Background: an optimization exercise with open tools, aiming at small area and a short achievable clock period. Do not read the settings as production practice.
The RTL was checked by simulation tests, not by an equivalence proof against the original design.
Power is estimated from default activity; no workload was simulated.

**run.sh**
```bash
#!/bin/bash
# synth_recipe.tcl (not shown) runs the flow's synth.tcl, then flattens the netlist and writes it again
# the make line also repeats each setting of config.mk as NAME=value (left out here)
make -C /OpenROAD-flow-scripts/flow DESIGN_CONFIG=/design/flow/config.mk WORK_HOME=/design/flow/orfs CLKGATE_MAP_FILE= SYNTH_SCRIPT=/design/flow/synth_recipe.tcl finish
```
**constraint.sdc**
```tcl
create_clock -name core_clock -period 6.5 [get_ports {clk_i}]
set_input_delay 1.3000 -clock core_clock [delete_from_list [all_inputs] [get_ports {clk_i}]]
set_output_delay 1.3000 -clock core_clock [all_outputs]
set_load 0.01 [all_outputs]
```
**design.v**
```verilog
package rv_fetch_pkg;
	localparam int XLEN = 32;
	localparam logic [6:0] OPC_LOAD   = 7'b0000011;
	localparam logic [6:0] OPC_STORE  = 7'b0100011;
	localparam logic [6:0] OPC_OP     = 7'b0110011;
	localparam logic [6:0] OPC_OP_IMM = 7'b0010011;
	localparam logic [6:0] OPC_LUI    = 7'b0110111;
	localparam logic [6:0] OPC_AUIPC  = 7'b0010111;
	localparam logic [6:0] OPC_BRANCH = 7'b1100011;
	localparam logic [6:0] OPC_JAL    = 7'b1101111;
	localparam logic [6:0] OPC_JALR   = 7'b1100111;
	localparam logic [6:0] F7_BASE   = 7'h00;
	localparam logic [6:0] F7_ALT    = 7'h20;
	localparam logic [6:0] F7_MULDIV = 7'h01;
	localparam int SW = XLEN - 3;
	typedef enum logic [3:0] {
		CL_ILLEGAL   = 4'b0000,
		CL_LUI       = 4'b0001,
		CL_JAL       = 4'b0010,
		CL_AUIPC     = 4'b0011,
		CL_STORE     = 4'b0100,
		CL_BRANCH    = 4'b0101,
		CL_LOAD      = 4'b0110,
		CL_JALR      = 4'b0111,
		CL_OPIMM     = 4'b1000,    
		CL_OPIMM_ALT = 4'b1001,    
		CL_OP        = 4'b1100,    
		CL_OP_ALT    = 4'b1101,    
		CL_OP_MULDIV = 4'b1110     
	} class_e;
	typedef enum logic [3:0] {
		ALU_ADD, ALU_SUB, ALU_SLL, ALU_SLT,
		ALU_SLTU, ALU_XOR, ALU_SRL, ALU_SRA,
		ALU_OR, ALU_AND, ALU_MUL, ALU_MULH,
		ALU_MULHSU, ALU_MULHU, ALU_DIV, ALU_REM
	} alu_op_e;
	typedef enum logic [2:0] {
		BR_NONE, BR_BEQ, BR_BNE, BR_BLT,
		BR_BGE, BR_BLTU, BR_BGEU, BR_JUMP
	} branch_e;
	typedef enum logic [1:0] {
		MEM_BYTE, MEM_HALF, MEM_WORD
	} mem_size_e;
	typedef struct packed {
		logic [XLEN-1:0] pc;
		logic [XLEN-1:0] imm;
		logic [4:0]      rd;
		logic [4:0]      rs1;
		logic [4:0]      rs2;
		alu_op_e         alu_op;
		branch_e         branch;
		mem_size_e       mem_size;
		logic            alu_imm;
		logic            load;
		logic            store;
		logic            load_unsigned;
		logic            jal;
		logic            jalr;
		logic            lui;
		logic            auipc;
		logic            div_unsigned;
		logic            illegal;
	} decoded_t;
endpackage
`timescale 1ns/1ps
module rv_pc #(
	parameter logic [rv_fetch_pkg::XLEN-1:0] RESET_PC = '0,
	parameter int unsigned                   IMEM_WORDS = 64
) (
	input  logic                          clk_i,
	input  logic                          reset_i,
	input  logic                          fetch_i,
	input  logic                          redirect_i,
	input  logic [rv_fetch_pkg::XLEN-1:0] redirect_addr_i,
	output logic [IMEM_WORDS-1:0]         rd_sel_lo_o,
	output logic [IMEM_WORDS-1:0]         rd_sel_hi_o,
	output logic [rv_fetch_pkg::XLEN-1:0] fetch_pc_o
);
	localparam int AW = $clog2(IMEM_WORDS);
	localparam logic [rv_fetch_pkg::XLEN-1:0] PC_STEP = 4;
	logic [rv_fetch_pkg::XLEN-1:0] last_q;
	logic [rv_fetch_pkg::XLEN-1:0] fetch_addr;
	logic [IMEM_WORDS-1:0]         sel_lo_q;
	logic [IMEM_WORDS-1:0]         sel_hi_q;
	assign fetch_addr = redirect_i ? redirect_addr_i : (last_q + PC_STEP);
	always_ff @(posedge clk_i) begin
		if (reset_i) begin
			last_q <= RESET_PC - PC_STEP;
		end else if (fetch_i) begin
			last_q <= fetch_addr;
		end
	end
	always_ff @(posedge clk_i) begin
		for (int i = 0; i < IMEM_WORDS; i++) begin
			sel_lo_q[i] <= (fetch_addr[AW+1:2] == AW'(i));
			sel_hi_q[i] <= (fetch_addr[AW+1:5] == 3'(i / 8)) &&
				(fetch_addr[4:2] == 3'(i % 8));
		end
	end
	assign rd_sel_lo_o = sel_lo_q;
	assign rd_sel_hi_o = sel_hi_q;
	assign fetch_pc_o = last_q;
endmodule
`timescale 1ns/1ps
module rv_predecode (
	input  logic [rv_fetch_pkg::XLEN-1:0] word_i,
	output logic [rv_fetch_pkg::SW-1:0]   stored_o
);
	logic [6:0] opcode;
	logic [2:0] funct3;
	logic [6:0] funct7;
	logic       f7_base, f7_alt, f7_muldiv;
	rv_fetch_pkg::class_e cls;
	assign opcode    = word_i[6:0];
	assign funct3    = word_i[14:12];
	assign funct7    = word_i[31:25];
	assign f7_base   = (funct7 == rv_fetch_pkg::F7_BASE);
	assign f7_alt    = (funct7 == rv_fetch_pkg::F7_ALT);
	assign f7_muldiv = (funct7 == rv_fetch_pkg::F7_MULDIV);
	always_comb begin
		case (opcode)
			rv_fetch_pkg::OPC_LUI:    cls = rv_fetch_pkg::CL_LUI;
			rv_fetch_pkg::OPC_AUIPC:  cls = rv_fetch_pkg::CL_AUIPC;
			rv_fetch_pkg::OPC_JAL:    cls = rv_fetch_pkg::CL_JAL;
			rv_fetch_pkg::OPC_JALR:   cls = rv_fetch_pkg::CL_JALR;
			rv_fetch_pkg::OPC_BRANCH: cls = rv_fetch_pkg::CL_BRANCH;
			rv_fetch_pkg::OPC_LOAD:   cls = rv_fetch_pkg::CL_LOAD;
			rv_fetch_pkg::OPC_STORE:  cls = rv_fetch_pkg::CL_STORE;
			rv_fetch_pkg::OPC_OP_IMM: begin
				if (funct3 == 3'b001) begin
					cls = f7_base ? rv_fetch_pkg::CL_OPIMM : rv_fetch_pkg::CL_ILLEGAL;
				end else if (funct3 == 3'b101) begin
					cls = f7_base ? rv_fetch_pkg::CL_OPIMM :
						(f7_alt ? rv_fetch_pkg::CL_OPIMM_ALT : rv_fetch_pkg::CL_ILLEGAL);
				end else begin
					cls = rv_fetch_pkg::CL_OPIMM;
				end
			end
			rv_fetch_pkg::OPC_OP: begin
				if (f7_base) begin
					cls = rv_fetch_pkg::CL_OP;
				end else if (f7_muldiv) begin
					cls = rv_fetch_pkg::CL_OP_MULDIV;
				end else if (f7_alt && ((funct3 == 3'b000) || (funct3 == 3'b101))) begin
					cls = rv_fetch_pkg::CL_OP_ALT;
				end else begin
					cls = rv_fetch_pkg::CL_ILLEGAL;
				end
			end
			default: cls = rv_fetch_pkg::CL_ILLEGAL;
		endcase
	end
	assign stored_o = {word_i[31:7], cls};
endmodule
module rv_imem #(
	parameter int unsigned IMEM_WORDS = 64
) (
	input  logic                          clk_i,
	input  logic [IMEM_WORDS-1:0]         rd_sel_lo_i,    
	input  logic [IMEM_WORDS-1:0]         rd_sel_hi_i,
	input  logic                          load_we_i,
	input  logic [rv_fetch_pkg::XLEN-1:0] load_addr_i,
	input  logic [rv_fetch_pkg::XLEN-1:0] load_data_i,
	output logic [rv_fetch_pkg::SW-1:0]   rdata_o
);
	localparam int AW = $clog2(IMEM_WORDS);
	localparam int SW = rv_fetch_pkg::SW;
	logic [IMEM_WORDS-1:0][SW-1:0] mem_q;
	logic [SW-1:0]                 wr_data_q;
	logic [SW-1:0]                 load_stored;
	rv_predecode u_predecode (
		.word_i(load_data_i),
		.stored_o(load_stored)
	);
	logic [IMEM_WORDS-1:0] wr_row_q;
	always_ff @(posedge clk_i) begin
		for (int i = 0; i < IMEM_WORDS; i++) begin
			wr_row_q[i] <= load_we_i && (load_addr_i[AW+1:2] == AW'(i));
		end
		wr_data_q <= load_stored;
	end
	always_ff @(posedge clk_i) begin
		for (int i = 0; i < IMEM_WORDS; i++) begin
			if (wr_row_q[i]) begin
				mem_q[i] <= wr_data_q;
			end
		end
	end
	for (genvar b = 0; b < SW; b++) begin : g_bit
		logic [IMEM_WORDS/8-1:0]  grp;
		logic [IMEM_WORDS/16-1:0] pair_n;
		for (genvar g = 0; g < IMEM_WORDS/8; g++) begin : g_grp
			logic [7:0] d;
			for (genvar k = 0; k < 8; k++) begin : g_d
				assign d[k] = mem_q[8*g+k][b];
			end
			rv_rd_or8 u_grp (.sel_i((b < SW/2) ? rd_sel_lo_i[8*g+7:8*g] : rd_sel_hi_i[8*g+7:8*g]), .data_i(d), .y_o(grp[g]));
		end
		for (genvar g = 0; g < IMEM_WORDS/16; g++) begin : g_pair
			rv_rd_nor2 u_nor (.a_i(grp[2*g+1:2*g]), .y_no(pair_n[g]));
		end
		rv_rd_nand4 u_out (.a_i(pair_n), .y_o(rdata_o[b]));
	end
endmodule
module rv_rd_or8 (
	input  logic [7:0] sel_i,
	input  logic [7:0] data_i,
	output logic       y_o
);
	assign y_o = |(sel_i & data_i);
endmodule
module rv_rd_nor2 (
	input  logic [1:0] a_i,
	output logic       y_no
);
	assign y_no = ~|a_i;
endmodule
module rv_rd_nand4 (
	input  logic [3:0] a_i,
	output logic       y_o
);
	assign y_o = ~&a_i;
endmodule
`timescale 1ns/1ps
module rv_decoder (
	input  logic                          clk_i,
	input  logic                          reset_i,
	input  logic                          instr_valid_i,
	input  logic [rv_fetch_pkg::SW-1:0]   instr_i,
	input  logic [rv_fetch_pkg::XLEN-1:0] instr_pc_i,
	output logic                          dec_valid_o,
	output rv_fetch_pkg::decoded_t        dec_o
);
	logic [31:0] w;
	logic [3:0]  c;
	logic [2:0]  funct3;
	logic        alu, nal;
	logic        is_lui, is_auipc, is_jal, is_jalr, is_branch, is_load, is_store;
	logic        is_opimm, alt, muldiv;
	logic        s_i, s_s, s_b, s_u, s_j;
	logic [3:0]  alu_code;
	rv_fetch_pkg::decoded_t dec_d;
	assign w      = {instr_i[rv_fetch_pkg::SW-1:4], 7'b0};
	assign c      = instr_i[3:0];
	assign funct3 = w[14:12];
	assign alu       = c[3];
	assign nal       = ~c[3];
	assign is_lui    = nal & ~c[2] & ~c[1] &  c[0];
	assign is_jal    = nal & ~c[2] &  c[1] & ~c[0];
	assign is_auipc  = nal & ~c[2] &  c[1] &  c[0];
	assign is_store  = nal &  c[2] & ~c[1] & ~c[0];
	assign is_branch = nal &  c[2] & ~c[1] &  c[0];
	assign is_load   = nal &  c[2] &  c[1] & ~c[0];
	assign is_jalr   = nal &  c[2] &  c[1] &  c[0];
	assign is_opimm  = alu & ~c[2];
	assign alt       = alu &  c[0];
	assign muldiv    = alu &  c[1];
	always_comb begin
		if (muldiv) begin
			case (funct3)
				3'b000:  alu_code = rv_fetch_pkg::ALU_MUL;
				3'b001:  alu_code = rv_fetch_pkg::ALU_MULH;
				3'b010:  alu_code = rv_fetch_pkg::ALU_MULHSU;
				3'b011:  alu_code = rv_fetch_pkg::ALU_MULHU;
				3'b100:  alu_code = rv_fetch_pkg::ALU_DIV;
				3'b101:  alu_code = rv_fetch_pkg::ALU_DIV;
				default: alu_code = rv_fetch_pkg::ALU_REM;
			endcase
		end else begin
			case (funct3)
				3'b000:  alu_code = alt ? rv_fetch_pkg::ALU_SUB : rv_fetch_pkg::ALU_ADD;
				3'b001:  alu_code = rv_fetch_pkg::ALU_SLL;
				3'b010:  alu_code = rv_fetch_pkg::ALU_SLT;
				3'b011:  alu_code = rv_fetch_pkg::ALU_SLTU;
				3'b100:  alu_code = rv_fetch_pkg::ALU_XOR;
				3'b101:  alu_code = alt ? rv_fetch_pkg::ALU_SRA : rv_fetch_pkg::ALU_SRL;
				3'b110:  alu_code = rv_fetch_pkg::ALU_OR;
				default: alu_code = rv_fetch_pkg::ALU_AND;
			endcase
		end
	end
	assign s_i = (nal & c[2] & c[1]) | is_opimm;    
	assign s_s = is_store;
	assign s_b = is_branch;
	assign s_u = nal & ~c[2] & c[0];                
	assign s_j = is_jal;
	always_comb begin
		dec_d               = '0;
		dec_d.pc            = instr_pc_i;
		dec_d.imm[0]        = (s_i & w[20]) | (s_s & w[7]);
		dec_d.imm[4:1]      = ({4{s_i | s_j}} & w[24:21]) | ({4{s_s | s_b}} & w[11:8]);
		dec_d.imm[10:5]     = {6{s_i | s_s | s_b | s_j}} & w[30:25];
		dec_d.imm[11]       = ((s_i | s_s) & w[31]) | (s_b & w[7]) | (s_j & w[20]);
		dec_d.imm[19:12]    = ({8{s_i | s_s | s_b}} & {8{w[31]}}) | ({8{s_u | s_j}} & w[19:12]);
		dec_d.imm[30:20]    = ({11{s_i | s_s | s_b | s_j}} & {11{w[31]}}) | ({11{s_u}} & w[30:20]);
		dec_d.imm[31]       = (s_i | s_s | s_b | s_u | s_j) & w[31];
		dec_d.rd            = {5{alu | (nal & ~c[2] & (c[1] | c[0])) | (nal & c[2] & c[1])}} & w[11:7];
		dec_d.rs1           = {5{alu | (nal & c[2])}} & w[19:15];
		dec_d.rs2           = {5{(alu & c[2]) | (nal & c[2] & ~c[1])}} & w[24:20];
		dec_d.alu_op        = rv_fetch_pkg::alu_op_e'({4{alu}} & alu_code);
		if (is_jal | is_jalr) begin
			dec_d.branch = rv_fetch_pkg::BR_JUMP;
		end else if (is_branch) begin
			case (funct3)
				3'b000:  dec_d.branch = rv_fetch_pkg::BR_BEQ;
				3'b001:  dec_d.branch = rv_fetch_pkg::BR_BNE;
				3'b100:  dec_d.branch = rv_fetch_pkg::BR_BLT;
				3'b101:  dec_d.branch = rv_fetch_pkg::BR_BGE;
				3'b110:  dec_d.branch = rv_fetch_pkg::BR_BLTU;
				3'b111:  dec_d.branch = rv_fetch_pkg::BR_BGEU;
				default: dec_d.branch = rv_fetch_pkg::BR_NONE;
			endcase
		end
		if (is_load | is_store) begin
			case (funct3[1:0])
				2'b00:   dec_d.mem_size = rv_fetch_pkg::MEM_BYTE;
				2'b01:   dec_d.mem_size = rv_fetch_pkg::MEM_HALF;
				default: dec_d.mem_size = rv_fetch_pkg::MEM_WORD;
			endcase
		end
		dec_d.alu_imm       = is_opimm;
		dec_d.load          = is_load;
		dec_d.store         = is_store;
		dec_d.load_unsigned = is_load & funct3[2];
		dec_d.jal           = is_jal;
		dec_d.jalr          = is_jalr;
		dec_d.lui           = is_lui;
		dec_d.auipc         = is_auipc;
		dec_d.div_unsigned  = muldiv & funct3[2] & funct3[0];
		dec_d.illegal       = (c == rv_fetch_pkg::CL_ILLEGAL);
	end
	always_ff @(posedge clk_i) begin
		dec_o <= dec_d;
	end
	always_ff @(posedge clk_i) begin
		if (reset_i) begin
			dec_valid_o <= 1'b0;
		end else begin
			dec_valid_o <= instr_valid_i;
		end
	end
endmodule
`timescale 1ns/1ps
module rv_fetch_decode_top #(
	parameter logic [rv_fetch_pkg::XLEN-1:0] RESET_PC   = '0,
	parameter int unsigned                   IMEM_WORDS = 64
) (
	input  logic                          clk_i,
	input  logic                          reset_i,
	input  logic                          fetch_i,
	input  logic                          redirect_i,
	input  logic [rv_fetch_pkg::XLEN-1:0] redirect_addr_i,
	input  logic                          load_we_i,
	input  logic [rv_fetch_pkg::XLEN-1:0] load_addr_i,
	input  logic [rv_fetch_pkg::XLEN-1:0] load_data_i,
	output logic                          dec_valid_o,
	output logic [rv_fetch_pkg::XLEN-1:0] dec_pc_o,
	output logic [rv_fetch_pkg::XLEN-1:0] dec_imm_o,
	output logic [4:0]                    dec_rd_o,
	output logic [4:0]                    dec_rs1_o,
	output logic [4:0]                    dec_rs2_o,
	output rv_fetch_pkg::alu_op_e         dec_alu_op_o,
	output rv_fetch_pkg::branch_e         dec_branch_o,
	output rv_fetch_pkg::mem_size_e       dec_mem_size_o,
	output logic                          dec_alu_imm_o,
	output logic                          dec_load_o,
	output logic                          dec_store_o,
	output logic                          dec_load_unsigned_o,
	output logic                          dec_jal_o,
	output logic                          dec_jalr_o,
	output logic                          dec_lui_o,
	output logic                          dec_auipc_o,
	output logic                          dec_div_unsigned_o,
	output logic                          dec_illegal_o
);
	logic [IMEM_WORDS-1:0]         rd_sel_lo;
	logic [IMEM_WORDS-1:0]         rd_sel_hi;
	logic [rv_fetch_pkg::XLEN-1:0] fetch_pc;
	logic [rv_fetch_pkg::SW-1:0]   instr;
	logic                          instr_valid_q;
	rv_fetch_pkg::decoded_t        dec;
	rv_pc #(
		.RESET_PC(RESET_PC),
		.IMEM_WORDS(IMEM_WORDS)
	) u_pc (
		.clk_i(clk_i),
		.reset_i(reset_i),
		.fetch_i(fetch_i),
		.redirect_i(redirect_i),
		.redirect_addr_i(redirect_addr_i),
		.rd_sel_lo_o(rd_sel_lo),
		.rd_sel_hi_o(rd_sel_hi),
		.fetch_pc_o(fetch_pc)
	);
	rv_imem #(
		.IMEM_WORDS(IMEM_WORDS)
	) u_imem (
		.clk_i(clk_i),
		.rd_sel_lo_i(rd_sel_lo),
		.rd_sel_hi_i(rd_sel_hi),
		.load_we_i(load_we_i),
		.load_addr_i(load_addr_i),
		.load_data_i(load_data_i),
		.rdata_o(instr)
	);
	always_ff @(posedge clk_i) begin
		if (reset_i) begin
			instr_valid_q <= 1'b0;
		end else begin
			instr_valid_q <= fetch_i;
		end
	end
	rv_decoder u_decoder (
		.clk_i(clk_i),
		.reset_i(reset_i),
		.instr_valid_i(instr_valid_q),
		.instr_i(instr),
		.instr_pc_i(fetch_pc),
		.dec_valid_o(dec_valid_o),
		.dec_o(dec)
	);
	assign dec_pc_o            = dec.pc;
	assign dec_imm_o           = dec.imm;
	assign dec_rd_o            = dec.rd;
	assign dec_rs1_o           = dec.rs1;
	assign dec_rs2_o           = dec.rs2;
	assign dec_alu_op_o        = dec.alu_op;
	assign dec_branch_o        = dec.branch;
	assign dec_mem_size_o      = dec.mem_size;
	assign dec_alu_imm_o       = dec.alu_imm;
	assign dec_load_o          = dec.load;
	assign dec_store_o         = dec.store;
	assign dec_load_unsigned_o = dec.load_unsigned;
	assign dec_jal_o           = dec.jal;
	assign dec_jalr_o          = dec.jalr;
	assign dec_lui_o           = dec.lui;
	assign dec_auipc_o         = dec.auipc;
	assign dec_div_unsigned_o  = dec.div_unsigned;
	assign dec_illegal_o       = dec.illegal;
endmodule
```
**config.mk**
```make
export PLATFORM = sky130hd
export DESIGN_NAME = rv_fetch_decode_top
export DESIGN_NICKNAME = rv_fetch_decode_top
export VERILOG_FILES = /design/flow/design.v
export SDC_FILE = /design/flow/constraint.sdc
export NUM_CORES = 4
export LEC_CHECK = 0
export ABC_CLOCK_PERIOD_IN_PS = 2800
export CAP_MARGIN = 20
export CORE_MARGIN = 2
export CORE_UTILIZATION = 62
export CTS_CLUSTER_DIAMETER = 80
export CTS_CLUSTER_SIZE = 20
export PLACE_DENSITY = 0.72
export SETUP_SLACK_MARGIN = 3.95
export SLEW_MARGIN = 20
export SYNTH_HIERARCHICAL = 1
export SYNTH_MEMORY_MAX_BITS = 16384
```
==> results.txt, run 1 <==
most used cell, CP=nand4_1; CTS sink count=between 2000 and 2500; gpl congestion=0.8755; kind of critical path=flop to flop; via-per-instance ratio=just under 7; area leader, netlist=edfxtp_1; total number of yosys warnings=11; Clock Root Buffer=clkbuf_16; Final Non-Filler Cells=between 6000 and 7000; H-tree Lvls=3; part of the power in the clock network=0.302; clock latency (worst-skew pair)=around 0.75 ns; Final setup viols=0; syn_nets=4324; die area=around 130000 sq um; count of pins over their slew limit=0; largest net degree at the start of global routing=65; Cell variety after synth=86; fmax=0.3671 GHz; Critical-path top delay cell=nor2_1; Period minus WS final=2.724 ns; Post-Syn Area=approximately 76000 sq um; RSZ-0062 raised after global routing=true; I/O Buffers=about 170; die width=about 350 microns; core area=between 100000 and 150000 sq um; most common cell after layout, fill and taps aside=edfxtp_1; share of cells above drive strength 1=0.1267; Seq cells post-synth=roughly 2200; Seq pwr share=0.605; CTS Hold Bufs=0; CTS tree=yes; M1 GR Usage=0.4526; CTS Buf Count=around 120; worst reg2reg path depth=7; internal power=~20 mW; Hold Crit Start=u_pc.last_q[1]$_SDFFE_PP0P_; GRT Overall Usage=0.3050; grt ovf=0; Avg WL per Cell=between 30 and 40 microns; initial antenna violation count=6; switch share=0.2326; Layout Nets=approximately 4700; drc violations=0; Critical Path End Type=flop; Syn Inst Count=between 4000 and 5000; Req. time, crit path=between 7 and 8 ns; Pre-antenna DRT Iters=5; top post-synthesis cells by area=edfxtp_1 74%, dfxtp_1 9.3%, a22oi_1 9.2%, nand4_1 2.3%, nor2_1 1.7%; fillcell total=7666; hpwl dp=approximately 110000 microns; Fin. Hold Viols=0; crit-path cells=a22oi_1 > nand4_1 > nor2_1 > nand4_1 > mux2_2 > a221oi_2 > a21oi_1; Post-DP Area=~80000 sq um; CP max stage delay=0.52 ns; P per Cell Area=a little over 300 nW/um^2; hold_ws=between 0.3 and 0.4 ns; crit path launch type=flop; placed insts=between 6000 and 7000; Seq/Total Area, Yosys=0.8283; Slew @ Worst Pin=around 0.9 ns; ys flop type=edfxtp_1; drt initial violations=6215; worst min path class=flop to flop; global-route wire length before repair=about 280000 microns; antenna viol nets, final=0; via count=42450; # Max-Cap Violations=0; P&R area growth vs syn=10.67%; vias in the first global route=40240; CP max FO=14; reg-to-reg slack, setup=~3.8 ns; hold endpoint=u_decoder.dec_o[67]$_DFF_P_; most used routing layer=met2; met2 Use GR=0.4560; worst r2r src=u_pc.sel_lo_q[11]$_DFF_P_; syn avg cell area=around 18 sq um; crit share post-route=0.4191; Sw Pwr=6.075 mW; Reg clk slew, reported paths=around 0.08 ns; Clock Tree Buf Depth=3; capture point of the worst reg-to-reg path=u_decoder.dec_o[38]$_DFF_P_; post-synth top area share=0.7350; commonest cells after routing, fill and taps aside=1856 x edfxtp_1, 930 x a22oi_1, 298 x nor2_1, 274 x nand4_1, 240 x dfxtp_1; Slew HR=0.3984; Finished Cell Area=roughly 84000 sq um; Starting Density=0.6238; die height=353.7 microns; hold depth=0; met3 Usage GRT=0.06392; Worst Skew=approximately 0.037 ns; Async S/R FF share, synth=0; final wirelength=about 190000 microns; Critical Path AT=roughly 3.4 ns; outcome=finished clean; Gate power share=0.093; peak supply drop=around 0.27 mV; Final TNS setup=0 ns; row count=about 130; Pleak=25.72 nW; EDFF count, synth=1856; I/O Pins=200
timing repair:
item | CTS | global route
pin swaps | 10 | 3
endpoints found under the hold margin | 0 | 0
gates cloned | 2 | 0
setup buffers | 18 | 4
gates resized for setup | 563 | 53
endpoints found under the setup margin | 306 | 72
how the worst max path moves through the flow:
stage                                startpoint                      endpoint  cells after the start  slack, ns
finish                u_pc.sel_lo_q[11]$_DFF_P_   u_decoder.dec_o[38]$_DFF_P_                      7       3.78
global route          u_pc.sel_lo_q[53]$_DFF_P_   u_decoder.dec_o[38]$_DFF_P_                      7       3.85
CTS                 u_decoder.dec_o[58]$_DFF_P_                 dec_imm_o[24]                      1       3.89
detailed placement                   redirect_i     u_pc.sel_hi_q[36]$_DFF_P_                      7       2.06
global placement                     redirect_i     u_pc.sel_hi_q[44]$_DFF_P_                      7       2.14
floorplan                            redirect_i  u_pc.last_q[10]$_SDFFE_PP1P_                      6       3.98
Yosys stat by module (local to each module, per instance), excerpt:
module               flip-flops and latches  cells inside
rv_fetch_decode_top                       1             2
rv_rd_nand4                               0             1
rv_predecode                              0            60
rv_rd_nor2                                0             1
rv_rd_or8                                 0             5
rv_decoder                               99           236
cell usage after synthesis, drive strengths merged (4+ instances only):
library cell,count
edfxtp,1856
a22oi,933
dfxtp,353
nor2,339
nand4,275
a21oi,44
buf,44
nand2,43
clkbuf,36
nand3,23
nor3,23
o21ai,22
a21o,20
and2,19
inv,15
nand2b,15
nor2b,15
and3,11
or2,9
nor4,7
o31ai,7
a211oi,6
mux2i,6
nand4bb,6
o211ai,6
o22ai,6
a221oi,5
mux2,5
nand3b,5
nand4b,4
o21a,4
o32ai,4
or3,4
or4,4
or4b,4
critical path: cells and delay by family, from the launching register on:
| kind | cells | cell delay (ns) |
|---|---|---|
| compound gates | 3 | 0.57 |
| mux | 1 | 0.39 |
| flops | 1 | 0.45 |
| simple gates | 3 | 1.20 |
cell families (layout without fill, tap and decap cells):
| logic type | after synthesis | after routing | synth area share |
|---|---|---|---|
| DFF | 2209 | 2209 | 0.8283 |
| AOI/OAI and AO/OA | 1081 | 1081 | 0.1059 |
| and+or+nand+nor | 818 | 818 | 0.05644 |
| buffers and inverters | 96 | 554 | 0.006914 |
| muxes | 11 | 11 | 0.001683 |
| xor gates and xnor gates | 6 | 6 | 0.0006932 |
| adders and majority gates | 1 | 1 | 0.0001650 |
| other | 0 | 4 | 0 |
registers in the layout, summed over array words and instances, names as in the netlist:
name                   count
u_pc.sel_hi_q             64
u_imem.wr_row_q           64
u_imem.mem_q            1856
u_decoder.dec_o           98
u_imem.wr_data_q          29
u_pc.last_q               32
u_decoder.dec_valid_o      1
u_pc.sel_lo_q             64
instr_valid_q              1
layer usage:
metal	wire, microns	share of wire	up-vias
li1	-	-	18140
met1	74180	0.38	21400
met2	87830	0.45	2597
met3	24370	0.13	299
met4	7080	0.037	8
met5	46	0.00024	-
power groups by stage:
stage	sequential (mW)	clock, mW	combinational, mW
after floorplan	16.2	0	0.956
after global placement	16.1	0	2.22
after detailed placement	16.1	0	2.27
after CTS	15.8	7.96	2.31
after global routing	15.8	8.45	2.53
final	15.8	7.89	2.42
metrics by stage:
step           power [mW]  worst slack [ns]  utilization
2_1_floorplan       17.19             3.980            -
3_3_place_gp        18.34             2.138       0.6581
3_5_place_dp        18.40             2.064       0.6581
4_1_cts             26.09             3.892       0.6887
5_1_grt             26.82             3.846       0.6902
6_report            26.12             3.776       0.6903
layout make-up:
type,instances,area [sq um],share of cell area
clock inverter,5,55.05,0.0006561
inverter,16,66.31,0.0007903
sequential,2209,62960,0.7503
clock buffer,225,3503,0.04175
multi-input combinational,1917,12940,0.1542
timing repair buffer,307,2342,0.02791
timing repair inverter,1,5.005,0.00005964
tap,1625,2033,0.02423
antenna,4,10.01,0.0001193
==> inputs of run 2 (changes only) <==
--- a/config.mk
+++ b/config.mk
@@ -10,6 +10,6 @@
 export CORE_MARGIN = 2
-export CORE_UTILIZATION = 62
-export CTS_CLUSTER_DIAMETER = 80
-export CTS_CLUSTER_SIZE = 20
-export PLACE_DENSITY = 0.72
+export CORE_UTILIZATION = 55
+export CTS_CLUSTER_DIAMETER = 100
+export CTS_CLUSTER_SIZE = 28
+export PLACE_DENSITY = 0.65
 export SETUP_SLACK_MARGIN = 3.95
==> run 2 against run 1 <==
Still clean on timing, DRC and antenna. Cell count increased by 2.2%. Synthesized area unchanged. Count of clock-buffer cells in the layout decreased by 63. Wire length increased by 2.7%. Global-route usage decreased by 2.9 points. Register-to-register slack improved by 0.09 ns. Utilization decreased by 8.0 points. First-iteration DRC count decreased by 16%. Maximum frequency increased by 3.3%. Non-clock buffer count increased by 32. Largest cell class unchanged. Largest power group unchanged.
==> results.txt, run 2 <==
outcome=finished clean; Sw Pwr=roughly 6 mW; vias in the first global route=roughly 40000; Hold Crit Start=u_pc.last_q[0]$_SDFFE_PP0P_; Final Non-Filler Cells=between 6000 and 7000; Reg clk slew, reported paths=around 0.11 ns; ys flop type=edfxtp_1; Sequential cell area=between 60000 and 70000 sq um; core area=137200 sq um; most common cell after layout, fill and taps aside=edfxtp_1; share of cells above drive strength 1=0.1345; kind of critical path=flop to flop; die area=140800 sq um; worst reg2reg path depth=10; total number of yosys warnings=11; fillcell total=between 9000 and 10000; CP bufs+invs=3; CTS sink count=between 2000 and 2500; CTS tree=yes; count of pins over their slew limit=0; clock latency (worst-skew pair)=about 0.74 ns; Post-Syn Area=roughly 76000 sq um; Fin. Hold Viols=0; die width=approximately 380 microns; grt ovf=0; CTS Hold Bufs=0; post-synth top area share=0.7350; Pleak=about 26 nW; fmax=0.3791 GHz; placed insts=6234; # Max-Cap Violations=0; Final setup viols=0; Critical Path End Type=flop; Async S/R FF share, synth=0; Req. time, crit path=7.14 ns; crit path launch type=flop; Slew @ Worst Pin=roughly 0.93 ns; die height=roughly 380 microns; Period minus WS final=~2.6 ns; global-route wire length before repair=~280000 microns; RSZ-0062 raised after global routing=true; P&R area growth vs syn=10.44%; Seq cells post-synth=~2200; largest net degree at the start of global routing=65; Crit. Startpoint=u_pc.sel_lo_q[56]$_DFF_P_; peak supply drop=0.2081 mV; crit-path cells=buf_12 > a22oi_2 > nand4_1 > nor2_4 > nand4_1 > buf_12 > buf_12 > mux2_4 > a221oi_2 > a21oi_1; most used cell, CP=buf_12; worst min path class=flop to flop; final wirelength=~200000 microns; CP max FO=7; hpwl dp=~110000 microns; most instantiated cells after synthesis=1856 x edfxtp_1, 933 x a22oi_1, 353 x dfxtp_1; P per Cell Area=302.2 nW/um^2; GRT Overall Usage=0.2756; CTS Buf Count=about 90; Avg WL per Cell=between 30 and 40 microns; Slew HR=0.3764; via-per-instance ratio=6.507; I/O Buffers=around 170; Seq/Total Area, Yosys=0.8283; Seq pwr share=0.625; syn_nets=around 4300; antenna viol nets, final=0; commonest cells after routing, fill and taps aside=1856 x edfxtp_1, 925 x a22oi_1, 298 x nor2_1, 274 x nand4_1, 220 x dfxtp_1; via count=between 40000 and 50000; Layout Nets=between 4000 and 5000; Critical-path top delay cell=dfxtp_4; syn avg cell area=17.96 sq um; Pre-antenna DRT Iters=6; worst r2r src=u_pc.sel_lo_q[56]$_DFF_P_; top-count cell post-synth=edfxtp_1; CP max stage delay=~0.38 ns; Gate power share=0.107; switch share=0.2376; row count=roughly 140; multi-input logic area=13040 sq um; top post-synthesis cells by area=edfxtp_1 74%, dfxtp_1 9.3%, a22oi_1 9.2%, nand4_1 2.3%, nor2_1 1.7%; Regs by FF count=u_imem.mem_q x1856, u_decoder.dec_o x98; area leader, netlist=edfxtp_1; internal power=19.29 mW; initial antenna violation count=19; Syn Inst Count=between 4000 and 5000; Cell variety after synth=86; drt initial violations=between 5000 and 6000; EDFF count, synth=about 1900; cell depth of the worst setup path=10; hold depth=0; max FFs per register=1856; Clock Tree Buf Depth=3; Critical Path AT=between 3 and 4 ns; drc violations=0; delay-heaviest family, CP=simple AND/OR/NAND/NOR gates; Starting Density=0.5528; part of the power in the clock network=0.268; crit share post-route=0.4059; Final TNS setup=0 ns; H-tree Lvls=3; I/O Pins=200; Worst Skew=0.03915 ns; Clock Root Buffer=clkbuf_16; gpl congestion=0.8248; Largest Register=u_imem.mem_q
[run 2: cell counts after synthesis]
Identical to the previous run, type by type.
[run 2: kinds of logic (layout without fill, tap and decap cells)]
logic type / Yosys count / in the layout / share of synthesized area
flip-flops: 2209 / 2209 / 0.8283
AND/OR/NAND/NOR: 818 / 818 / 0.05644
AO/OA/AOI/OAI: 1081 / 1081 / 0.1059
other: 0 / 7 / 0
XOR/XNOR: 6 / 6 / 0.0006932
buffers and inverters: 96 / 521 / 0.006914
adder cells (fa/ha/maj): 1 / 1 / 0.0001650
multiplexers: 11 / 11 / 0.001683
[run 2: routing by layer]
layer | vias up | wire length [microns] | track usage
met4 | 24 | 6149 | 0.08684
li1 | 18100 | - | -
met1 | 21600 | 77870 | 0.3825
met3 | 315 | 18450 | 0.04964
met5 | - | 149 | 0
met2 | 1916 | 96070 | 0.4479
[run 2: worst register-to-register path, cell delays in order, from the launching register on]
cell	delay (ns)
dfxtp_4	0.38
buf_12	0.14
a22oi_2	0.18
nand4_1	0.26
nor2_4	0.33
nand4_1	0.27
buf_12	0.24
buf_12	0.15
mux2_4	0.32
a221oi_2	0.21
a21oi_1	0.06
[run 2: path summary, 6_finish.rpt]
check | endpoint | slack, ns
worst max-delay path | u_decoder.dec_o[36]$_DFF_P_ | 3.86
worst min-delay path | u_decoder.dec_o[66]$_DFF_P_ | 0.36
worst min register to register | u_decoder.dec_o[66]$_DFF_P_ | 0.36
worst max register to register | u_decoder.dec_o[36]$_DFF_P_ | 3.86
[run 2: modules after synthesis, one instance, submodules excluded, a selection]
| module | times used | cells inside | flip-flops and latches | area, sq um |
|---|---|---|---|---|
| rv_decoder | 1 | 236 | 99 | 2930 |
| rv_fetch_decode_top | 1 | 2 | 1 | 33.78 |
| rv_predecode | 1 | 60 | 0 | 427.9 |
| rv_rd_nand4 | 29 | 1 | 0 | 6.256 |
| rv_rd_nor2 | 116 | 1 | 0 | 3.754 |
| rv_rd_or8 | 232 | 5 | 0 | 36.28 |
[run 2: through the flow]
step	cell area, sq um	power (mW)	hold slack (ns)	utilization	setup WS, ns
6_report	83740	25.30	0.3571	0.6105	3.862
5_1_grt	83720	26.00	0.3698	0.6104	3.837
4_1_cts	83100	25.02	0.3587	0.6059	3.887
3_5_place_dp	80310	18.44	0.3384	0.5856	2.166
3_3_place_gp	80310	18.39	0.3383	0.5856	2.228
2_1_floorplan	75820	17.19	0.3306	-	3.980
[run 2: power groups by stage]
stage                     clock [mW]  combinational (mW)  sequential (mW)
after CTS                       6.86                2.35             15.8
final                           6.78                2.72             15.8
after global placement             0                2.28             16.1
after detailed placement           0                2.31             16.1
after floorplan                    0               0.956             16.2
after global routing            7.33                2.82             15.8
[run 2: layout make-up]
cell class / instances / area share
timing repair buffer: 339 / 0.03314
sequential: 2209 / 0.7523
antenna: 7 / 0.0002092
timing repair inverter: 1 / 0.00005977
clock inverter: 3 / 0.0003586
multi-input combinational: 1917 / 0.1557
inverter: 16 / 0.0007919
tap: 1794 / 0.02681
clock buffer: 162 / 0.03063
[run 2: what timing repair did]
item,in CTS,in global routing
setup buffers,14,21
cloned,2,5
setup endpoints to repair,305,172
pin swaps,13,21
resized for setup,592,96

afterwards: timing with drivers on the ports:
Ports are ideal in the flow. The routed layouts listed here were re-timed in OpenROAD.
Step 1: set_driving_cell puts a clkbuf_16 on clk_i and a buf_2 on each other input, an assumption about the parent block.
Step 2 adds t to the input delays and takes it off the output delays; t is the mean of the earliest and latest rising clock arrival at the registers after step 1. Input paths then give back, and output paths get back, about the clock's delay inside the block.
a / b / c = ideal ports / drivers / drivers and shift; a / b = the first two.
run | t (ns) | setup slack, ns | worst setup path at the end | latest minus earliest clock arrival (ns) | worst data-port slew with drivers (ns)
run 1 | 0.819 | 3.776 / 3.776 / 3.121 | input to register | 0.038 / 0.039 | 0.11
run 2 | 0.805 | 3.862 / 3.862 / 3.264 | input to register | 0.041 / 0.041 | 0.16
After both steps setup and hold are still met in every run listed. For run 1, which loses most, drivers alone change the setup slack by 0.000 ns; drivers and shift together by -0.655 ns.
